What follows belongs to an exercise in optimizing a design on an open flow for small area and a short achievable clock period; a production flow would make more cautious choices.
The RTL was checked by simulation tests, not by an equivalence proof against the original design.
Power figures rest on the tool's default switching activity, not on a simulated workload.

### run.sh
#!/bin/bash
# synth_recipe.tcl (not shown) runs the flow's synth.tcl, then flattens the netlist and writes it again
# the make line also repeats each setting of config.mk as NAME=value (left out here)
make -C /OpenROAD-flow-scripts/flow DESIGN_CONFIG=/design/flow/config.mk WORK_HOME=/design/flow/orfs CLKGATE_MAP_FILE= SYNTH_SCRIPT=/design/flow/synth_recipe.tcl finish
### config.mk
export PLATFORM = sky130hd
export DESIGN_NAME = simple_fixed_2
export DESIGN_NICKNAME = simple_fixed_2
export VERILOG_FILES = /design/flow/design.v
export SDC_FILE = /design/flow/constraint.sdc
export NUM_CORES = 4
export LEC_CHECK = 0
export CAP_MARGIN = 20
export CORE_MARGIN = 2
export CORE_UTILIZATION = 30
export SETUP_SLACK_MARGIN = 0.3
export SLEW_MARGIN = 20
### constraint.sdc
create_clock -name core_clock -period 6.0 [get_ports {clk}]
set_input_delay 1.2000 -clock core_clock [delete_from_list [all_inputs] [get_ports {clk}]]
set_output_delay 1.2000 -clock core_clock [all_outputs]
set_load 0.01 [all_outputs]
### design.v
package spu_pkg;
    localparam logic [0:10] OP_SHLH    = 11'b00001011111;
    localparam logic [0:10] OP_SHL     = 11'b00001011011;
    localparam logic [0:10] OP_ROTH    = 11'b00001011100;
    localparam logic [0:10] OP_ROT     = 11'b00001011000;
    localparam logic [0:10] OP_ROTHM   = 11'b00001011101;
    localparam logic [0:10] OP_ROTM    = 11'b00001011001;
    localparam logic [0:10] OP_ROTMAH  = 11'b00001011110;
    localparam logic [0:10] OP_ROTMA   = 11'b00001011010;
    localparam logic [0:10] OP_SHLHI   = 11'b00001111111;
    localparam logic [0:10] OP_SHLI    = 11'b00001111011;
    localparam logic [0:10] OP_ROTHI   = 11'b00001111100;
    localparam logic [0:10] OP_ROTI    = 11'b00001111000;
    localparam logic [0:10] OP_ROTHMI  = 11'b00001111101;
    localparam logic [0:10] OP_ROTMI   = 11'b00001111001;
    localparam logic [0:10] OP_ROTMAHI = 11'b00001111110;
    localparam logic [0:10] OP_ROTMAI  = 11'b00001111010;
    typedef enum logic [2:0] {
        FMT_RR  = 3'd0,
        FMT_RI7 = 3'd2
    } fmt_e;
    localparam int HW_W = 16;
    localparam int WD_W = 32;
    localparam int HW_N = 8;
    localparam int WD_N = 4;
    typedef enum logic [1:0] {
        SH_SHL,
        SH_ROT,
        SH_ROTM,
        SH_ROTMA
    } sh_kind_e;
    typedef struct packed {
        logic [0:10]  op;
        logic [2:0]   fmt;
        logic [6:0]   rt_addr;
        logic [0:127] ra;
        logic [0:127] rb;
        logic [5:0]   icnt;
        logic         we;
    } s1_t;
    typedef struct packed {
        logic [0:127] rt;
        logic [6:0]   addr;
        logic         we;
    } wb_t;
endpackage
module sf2_shifter
(
    input  logic [31:0] data,
    input  logic [5:0]  cnt,
    input  logic        wide,
    input  spu_pkg::sh_kind_e kind,
    output logic [31:0] res
);
    logic [5:0]         amt;
    logic               over;
    logic [15:0]        h;
    logic [31:0]        hh;
    logic [63:0]        ww;
    logic signed [15:0] sh;
    logic signed [31:0] sw;
    always_comb begin
        h = data[15:0];
        if (kind == spu_pkg::SH_ROTM || kind == spu_pkg::SH_ROTMA)
            amt = wide ? 6'd0 - cnt : {1'b0, 5'd0 - cnt[4:0]};
        else
            amt = wide ? cnt : {1'b0, cnt[4:0]};
        over = wide ? amt[5] : amt[4];
        hh = {h, h} << amt[3:0];
        ww = {data, data} << amt[4:0];
        sh = $signed(h) >>> amt[3:0];
        sw = $signed(data) >>> amt[4:0];
        res = '0;
        unique case (kind)
            spu_pkg::SH_SHL: begin
                if (!over)
                    res = wide ? data << amt[4:0]
                               : {16'h0, h << amt[3:0]};
            end
            spu_pkg::SH_ROT: begin
                res = wide ? ww[63:32] : {16'h0, hh[31:16]};
            end
            spu_pkg::SH_ROTM: begin
                if (!over)
                    res = wide ? data >> amt[4:0]
                               : {16'h0, h >> amt[3:0]};
            end
            spu_pkg::SH_ROTMA: begin
                if (wide)
                    res = over ? {32{data[31]}} : sw;
                else
                    res = {16'h0, over ? {16{h[15]}} : sh};
            end
            default: res = '0;
        endcase
    end
endmodule
module simple_fixed_2
(
    input  logic         clk,
    input  logic         reset,
    input  logic [0:10]  op,
    input  logic [2:0]   format,
    input  logic [6:0]   rt_addr,
    input  logic [0:127] ra,
    input  logic [0:127] rb,
    input  logic [0:17]  imm,
    input  logic         reg_write,
    output logic [0:127] rt_wb,
    output logic [6:0]   rt_addr_wb,
    output logic         reg_write_wb
);
    spu_pkg::s1_t      s1;
    spu_pkg::wb_t      s2, s3, s2_d;
    logic     rr, ri, ok, wide;
    spu_pkg::sh_kind_e kind;
    logic [31:0]     h_res [spu_pkg::HW_N];
    logic [31:0]     w_res [spu_pkg::WD_N];
    logic [0:127]    res_h, res_w;
    logic [spu_pkg::HW_N-1:0] unused_h;
    logic            unused_ok;
    always_comb begin
        rr = s1.fmt == spu_pkg::FMT_RR;
        ri = s1.fmt == spu_pkg::FMT_RI7;
        ok   = 1'b0;
        wide = 1'b0;
        kind = spu_pkg::SH_SHL;
        unique case (1'b1)
            rr && s1.op == spu_pkg::OP_SHLH:    begin ok = 1'b1; kind = spu_pkg::SH_SHL; end
            rr && s1.op == spu_pkg::OP_ROTH:    begin ok = 1'b1; kind = spu_pkg::SH_ROT; end
            rr && s1.op == spu_pkg::OP_ROTHM:   begin ok = 1'b1; kind = spu_pkg::SH_ROTM; end
            rr && s1.op == spu_pkg::OP_ROTMAH:  begin ok = 1'b1; kind = spu_pkg::SH_ROTMA; end
            rr && s1.op == spu_pkg::OP_SHL:     begin ok = 1'b1; wide = 1'b1; kind = spu_pkg::SH_SHL; end
            rr && s1.op == spu_pkg::OP_ROT:     begin ok = 1'b1; wide = 1'b1; kind = spu_pkg::SH_ROT; end
            rr && s1.op == spu_pkg::OP_ROTM:    begin ok = 1'b1; wide = 1'b1; kind = spu_pkg::SH_ROTM; end
            rr && s1.op == spu_pkg::OP_ROTMA:   begin ok = 1'b1; wide = 1'b1; kind = spu_pkg::SH_ROTMA; end
            ri && s1.op == spu_pkg::OP_SHLHI:   begin ok = 1'b1; kind = spu_pkg::SH_SHL; end
            ri && s1.op == spu_pkg::OP_ROTHI:   begin ok = 1'b1; kind = spu_pkg::SH_ROT; end
            ri && s1.op == spu_pkg::OP_ROTHMI:  begin ok = 1'b1; kind = spu_pkg::SH_ROTM; end
            ri && s1.op == spu_pkg::OP_ROTMAHI: begin ok = 1'b1; kind = spu_pkg::SH_ROTMA; end
            ri && s1.op == spu_pkg::OP_SHLI:    begin ok = 1'b1; wide = 1'b1; kind = spu_pkg::SH_SHL; end
            ri && s1.op == spu_pkg::OP_ROTI:    begin ok = 1'b1; wide = 1'b1; kind = spu_pkg::SH_ROT; end
            ri && s1.op == spu_pkg::OP_ROTMI:   begin ok = 1'b1; wide = 1'b1; kind = spu_pkg::SH_ROTM; end
            ri && s1.op == spu_pkg::OP_ROTMAI:  begin ok = 1'b1; wide = 1'b1; kind = spu_pkg::SH_ROTMA; end
            default: ok = 1'b0;
        endcase
    end
    for (genvar i = 0; i < spu_pkg::HW_N; i++) begin : g_h
        logic [5:0] c;
        assign c = ri ? s1.icnt : {1'b0, s1.rb[spu_pkg::HW_W*i+11 +: 5]};
        sf2_shifter u_sh (
            .data ({16'h0, s1.ra[spu_pkg::HW_W*i +: spu_pkg::HW_W]}),
            .cnt  (c),
            .wide (1'b0),
            .kind (kind),
            .res  (h_res[i])
        );
        assign res_h[spu_pkg::HW_W*i +: spu_pkg::HW_W] = h_res[i][15:0];
        assign unused_h[i] = |h_res[i][31:16];
    end
    for (genvar j = 0; j < spu_pkg::WD_N; j++) begin : g_w
        logic [5:0] c;
        assign c = ri ? s1.icnt : s1.rb[spu_pkg::WD_W*j+26 +: 6];
        sf2_shifter u_sh (
            .data (s1.ra[spu_pkg::WD_W*j +: spu_pkg::WD_W]),
            .cnt  (c),
            .wide (1'b1),
            .kind (kind),
            .res  (w_res[j])
        );
        assign res_w[spu_pkg::WD_W*j +: spu_pkg::WD_W] = w_res[j];
    end
    assign unused_ok = ^{imm[0:11], s1.rb, unused_h};
    always_comb begin
        s2_d      = '0;
        s2_d.rt   = ok ? (wide ? res_w : res_h) : '0;
        s2_d.addr = s1.rt_addr;
        s2_d.we   = ok & s1.we;
    end
    always_ff @(posedge clk or negedge reset) begin
        if (!reset) begin
            s1 <= '0;
            s2 <= '0;
            s3 <= '0;
        end else begin
            s1.op      <= op;
            s1.fmt     <= format;
            s1.rt_addr <= rt_addr;
            s1.ra      <= ra;
            s1.rb      <= rb;
            s1.icnt    <= imm[12:17];
            s1.we      <= reg_write;
            s2         <= s2_d;
            s3         <= s2;
        end
    end
    assign rt_wb        = s3.rt;
    assign rt_addr_wb   = s3.addr;
    assign reg_write_wb = s3.we;
endmodule
==> summary.txt <==
[layer usage]
metal	routed length, µm	track usage	vias up
li1	-	-	24610
met1	127000	0.4946	28520
met2	126800	0.5311	4036
met3	33290	0.08540	747
met4	16340	0.1581	10
met5	66	0	-
[sequential cells by signal, indices dropped and copies added (netlist names)]
name  count
s1      200
s3      136
s2      136
[metrics by stage]
step / instance area, µm² / total power [mW] / std cells / hold WS, ns
5_1_grt: 56780 / 12.15 / 8698 / 0.3388
3_3_place_gp: 54770 / 7.989 / 8595 / 0.3327
4_1_cts: 56740 / 11.64 / 8696 / 0.3349
2_1_floorplan: 47320 / 5.996 / 6332 / 0.3312
6_report: 56780 / 11.75 / 8699 / 0.3319
3_5_place_dp: 54780 / 7.943 / 8595 / 0.3347
[cell families after synthesis]
group | synth area share
buffers and inverters | 0.05987
multiplexers | 0.1251
flip-flops | 0.2496
adder cells (fa/ha/maj) | 0.002116
AND/OR/NAND/NOR | 0.1856
AO/OA/AOI/OAI | 0.3659
XOR/XNOR | 0.01174
[cell usage in the layout, fill, tap and decap left out, types with 55 or more instances in the layout]
cell                                n
sky130_fd_sc_hd__a211oi_1         129
sky130_fd_sc_hd__a21boi_0          56
sky130_fd_sc_hd__a21oi_1          620
sky130_fd_sc_hd__a221oi_1          87
sky130_fd_sc_hd__a22oi_1           56
sky130_fd_sc_hd__a31oi_1           94
sky130_fd_sc_hd__and3_1            64
sky130_fd_sc_hd__buf_4            448
sky130_fd_sc_hd__clkdlybuf4s50_1  336
sky130_fd_sc_hd__dfrtp_1          471
sky130_fd_sc_hd__mux2_2            84
sky130_fd_sc_hd__mux2i_1          459
sky130_fd_sc_hd__nand2_1          779
sky130_fd_sc_hd__nand3_1          207
sky130_fd_sc_hd__nor2_1           525
sky130_fd_sc_hd__nor3_1           180
sky130_fd_sc_hd__o211ai_1         124
sky130_fd_sc_hd__o21ai_0          549
sky130_fd_sc_hd__o21ai_1           55
sky130_fd_sc_hd__o221ai_1          81
sky130_fd_sc_hd__o22ai_1          161
[power by group]
group          leakage, nW  switching (mW)  total, mW  internal (mW)
combinational         15.8            3.24       4.69           1.45
clock                0.970            1.50       3.61           2.12
sequential            6.10           0.181       3.44           3.26
total                 22.9            4.92       11.7           6.83
[critical path, stage by stage, from the launching register on]
cell and delay (ns):
sky130_fd_sc_hd__dfrtp_1 0.50, sky130_fd_sc_hd__nor4bb_4 0.76, sky130_fd_sc_hd__buf_4 0.24, sky130_fd_sc_hd__a21o_1 0.15, sky130_fd_sc_hd__inv_1 0.06, sky130_fd_sc_hd__ha_1 0.28
sky130_fd_sc_hd__nor3_1 0.18, sky130_fd_sc_hd__buf_4 0.19, sky130_fd_sc_hd__or2_1 0.49, sky130_fd_sc_hd__a21o_1 0.25, sky130_fd_sc_hd__mux2i_1 0.10, sky130_fd_sc_hd__mux2i_1 0.55
sky130_fd_sc_hd__mux2i_1 0.14, sky130_fd_sc_hd__a2111oi_0 1.07, sky130_fd_sc_hd__o32ai_1 0.39, sky130_fd_sc_hd__buf_4 0.24
[layout make-up]
| cell class | count | area (µm²) | area share |
|---|---|---|---|
| multi-input combinational | 5221 | 33160 | 0.5840 |
| sequential | 472 | 11810 | 0.2080 |
| timing repair buffer | 804 | 7107 | 0.1252 |
| tap | 2058 | 2575 | 0.04535 |
| clock buffer | 73 | 1573 | 0.02770 |
| clock inverter | 28 | 392.9 | 0.006919 |
| inverter | 42 | 157.7 | 0.002776 |
| antenna | 1 | 2.502 | 0.00004407 |
[final timing paths]
kind | to | slack [ns]
worst max-delay path | s2[26] | 0.28
worst min-delay path | s3[23] | 0.33
worst max register to register | s2[26] | 0.28
worst min register to register | s3[23] | 0.33
max in group asynchronous | s1[174] | 4.31
min in group asynchronous | s1[237] | 0.51
[timing repair]
item,4_1_cts,5_1_grt
hold buffers,0,0
setup endpoints to repair,0,3
resized for setup,0,3
hold endpoints to repair,0,0
[synth_stat cells, types with 39 or more instances]
cell and instances:
sky130_fd_sc_hd__nand2_1 787, sky130_fd_sc_hd__a21oi_1 620, sky130_fd_sc_hd__o21ai_0 550, sky130_fd_sc_hd__nor2_1 535, sky130_fd_sc_hd__dfrtp_1 472, sky130_fd_sc_hd__mux2i_1 459, sky130_fd_sc_hd__clkbuf_1 317, sky130_fd_sc_hd__nand3_1 210
sky130_fd_sc_hd__nor3_1 186, sky130_fd_sc_hd__buf_2 183, sky130_fd_sc_hd__o22ai_1 162, sky130_fd_sc_hd__a211oi_1 129, sky130_fd_sc_hd__o211ai_1 124, sky130_fd_sc_hd__a31oi_1 94, sky130_fd_sc_hd__a221oi_1 87, sky130_fd_sc_hd__mux2_2 84
sky130_fd_sc_hd__o221ai_1 81, sky130_fd_sc_hd__and3_1 64, sky130_fd_sc_hd__buf_1 58, sky130_fd_sc_hd__a21boi_0 56, sky130_fd_sc_hd__a22oi_1 56, sky130_fd_sc_hd__o21ai_1 55, sky130_fd_sc_hd__o21a_1 52, sky130_fd_sc_hd__a21o_1 50
sky130_fd_sc_hd__and2_1 50, sky130_fd_sc_hd__o31ai_1 39
==> summary.txt <==
Core Util, Final=0.3631; fill count=roughly 17,000; depth of the worst register-to-register path=15; Wirelength per Cell=34.89 µm; fraction of final layout cells with drive strength greater than 1=0.1336; CTS clk-pin slew, worst paths=approximately 0.07 ns; unique cell type count in the Yosys netlist=121; Max transition margin=0.1763; clock tree from TritonCTS=built; total clock buffers created by CTS=54; pre-CTS setup slack=0.5357 ns; area share of the leading cell type in the synthesized netlist=0.2496; total routed wirelength=303.5 mm; classification of the worst setup path=flop to flop; I/O pin count=434; Hold Crit Depth=0; number of sinks on the clock net=472; post-synthesis sequential area ratio=0.2496; leftover overflow at the end of global routing=0; Final Max Tran Viols=0; horizontal extent of the die=between 400 and 500 µm; height of the die=401.1 µm; Total Routing Usage GR=0.3593; post-synthesis instance area=47,320 µm²; placement row count=roughly 150; result of the run=complete, no violations; Post-DRT Antenna Nets=0; commonest register cell after synthesis=sky130_fd_sc_hd__dfrtp_1; total iterations of the first detailed-routing run=8; largest cells by area after synthesis=sky130_fd_sc_hd__dfrtp_1 25%, sky130_fd_sc_hd__mux2i_1 9.7%, sky130_fd_sc_hd__a21oi_1 6.6%; start point of the worst min-delay path=s2[23]; async set or reset register ratio after synthesis=1.000; endpoints failing hold=0; min cycle time layout=5.724 ns; flip-flop and latch count after synthesis=between 400 and 500; root buffer cell=sky130_fd_sc_hd__clkbuf_16; share of the clock period used by the worst path=0.9540; Starting Density=0.3026; synthesis warning total=4; sum of negative setup slack=0 ns; final net count=6,901; Crit path required time=around 6.6 ns; type of element capturing the critical path=flop; CORE AREA=156,400 µm²; worst setup skew after layout=0.02592 ns; maximum root-to-sink buffer count=3; RSZ-0062 raised after global routing=yes; Die Outline Area=160,900 µm²; remaining routing DRC violations=0; number of antenna violations at the first check in global routing=14; largest vdd supply drop=approximately 220 µV; CTS H-Tree Depth=2; slew at the pin with the worst max-slew slack=between 1 and 1.5 ns; via count=around 58,000; reported leakage power=22.87 nW; Max Freq=0.1747 GHz; Initial DRC Count=between 8,000 and 9,000; number of setup violations in the final report=0; Worst Path Arrival=approximately 6.3 ns; number of synthesized flops with an enable pin=0; largest net degree at the start of global routing=132; per-instance average area after synthesis=~7.5 µm²; HPWL Detailed=228.7 mm; wire length of the first global-routing pass=424.7 mm; routability congestion estimate from global placement=just over 1; worst hold-check path type=flop to flop; maximum fanout along the worst path=10; vias per inst=6.659; MaxCap Viol Count=0; area delta synth->final=20.00%; input/output buffers=337; kind of start point of the critical path=flop; clock latency reported for the late side of the worst-skew pair=0.69 ns; Gate Count Post-Synth=6,332; post-layout worst setup margin=0.2758 ns; R2R Path Start=s1[270]; Critical Path Source=s1[270]; power per cell area=around 210 nW/µm²; cell taking the most area after synthesis=sky130_fd_sc_hd__dfrtp_1; syn nets=about 6,600; number of buffers inserted to repair setup after CTS=0; number of global-route vias before repair=about 54,000

[what the ideal ports hide]
The results above use ideal ports. As a check the final layout listed here was re-extracted and re-timed, cells and wires unchanged. Step 1 sets driving cells, clkbuf_16 on the clock port and buf_2 on the other inputs (assumed; they add their load-dependent delay and slew). Step 2 adds t to the input delays and takes it off the output delays; t is the mean of the earliest and latest rising clock arrival at the registers after step 1. Input paths then give back, and output paths get back, about the clock's delay inside the block. Three values: no drivers, after step 1, after step 2; two values: the first two.
t, ns: 0.758
setup WS [ns]: 0.276 / 0.276 / 0.276
hold WS [ns]: 0.332 / 0.332 / 0.332
worst setup path at the end: register to register
latest minus earliest clock arrival (ns): 0.026 / 0.027
After both steps this run still meets setup and hold. For this run, drivers alone change the setup slack by 0.000 ns; drivers and shift together by 0.000 ns.
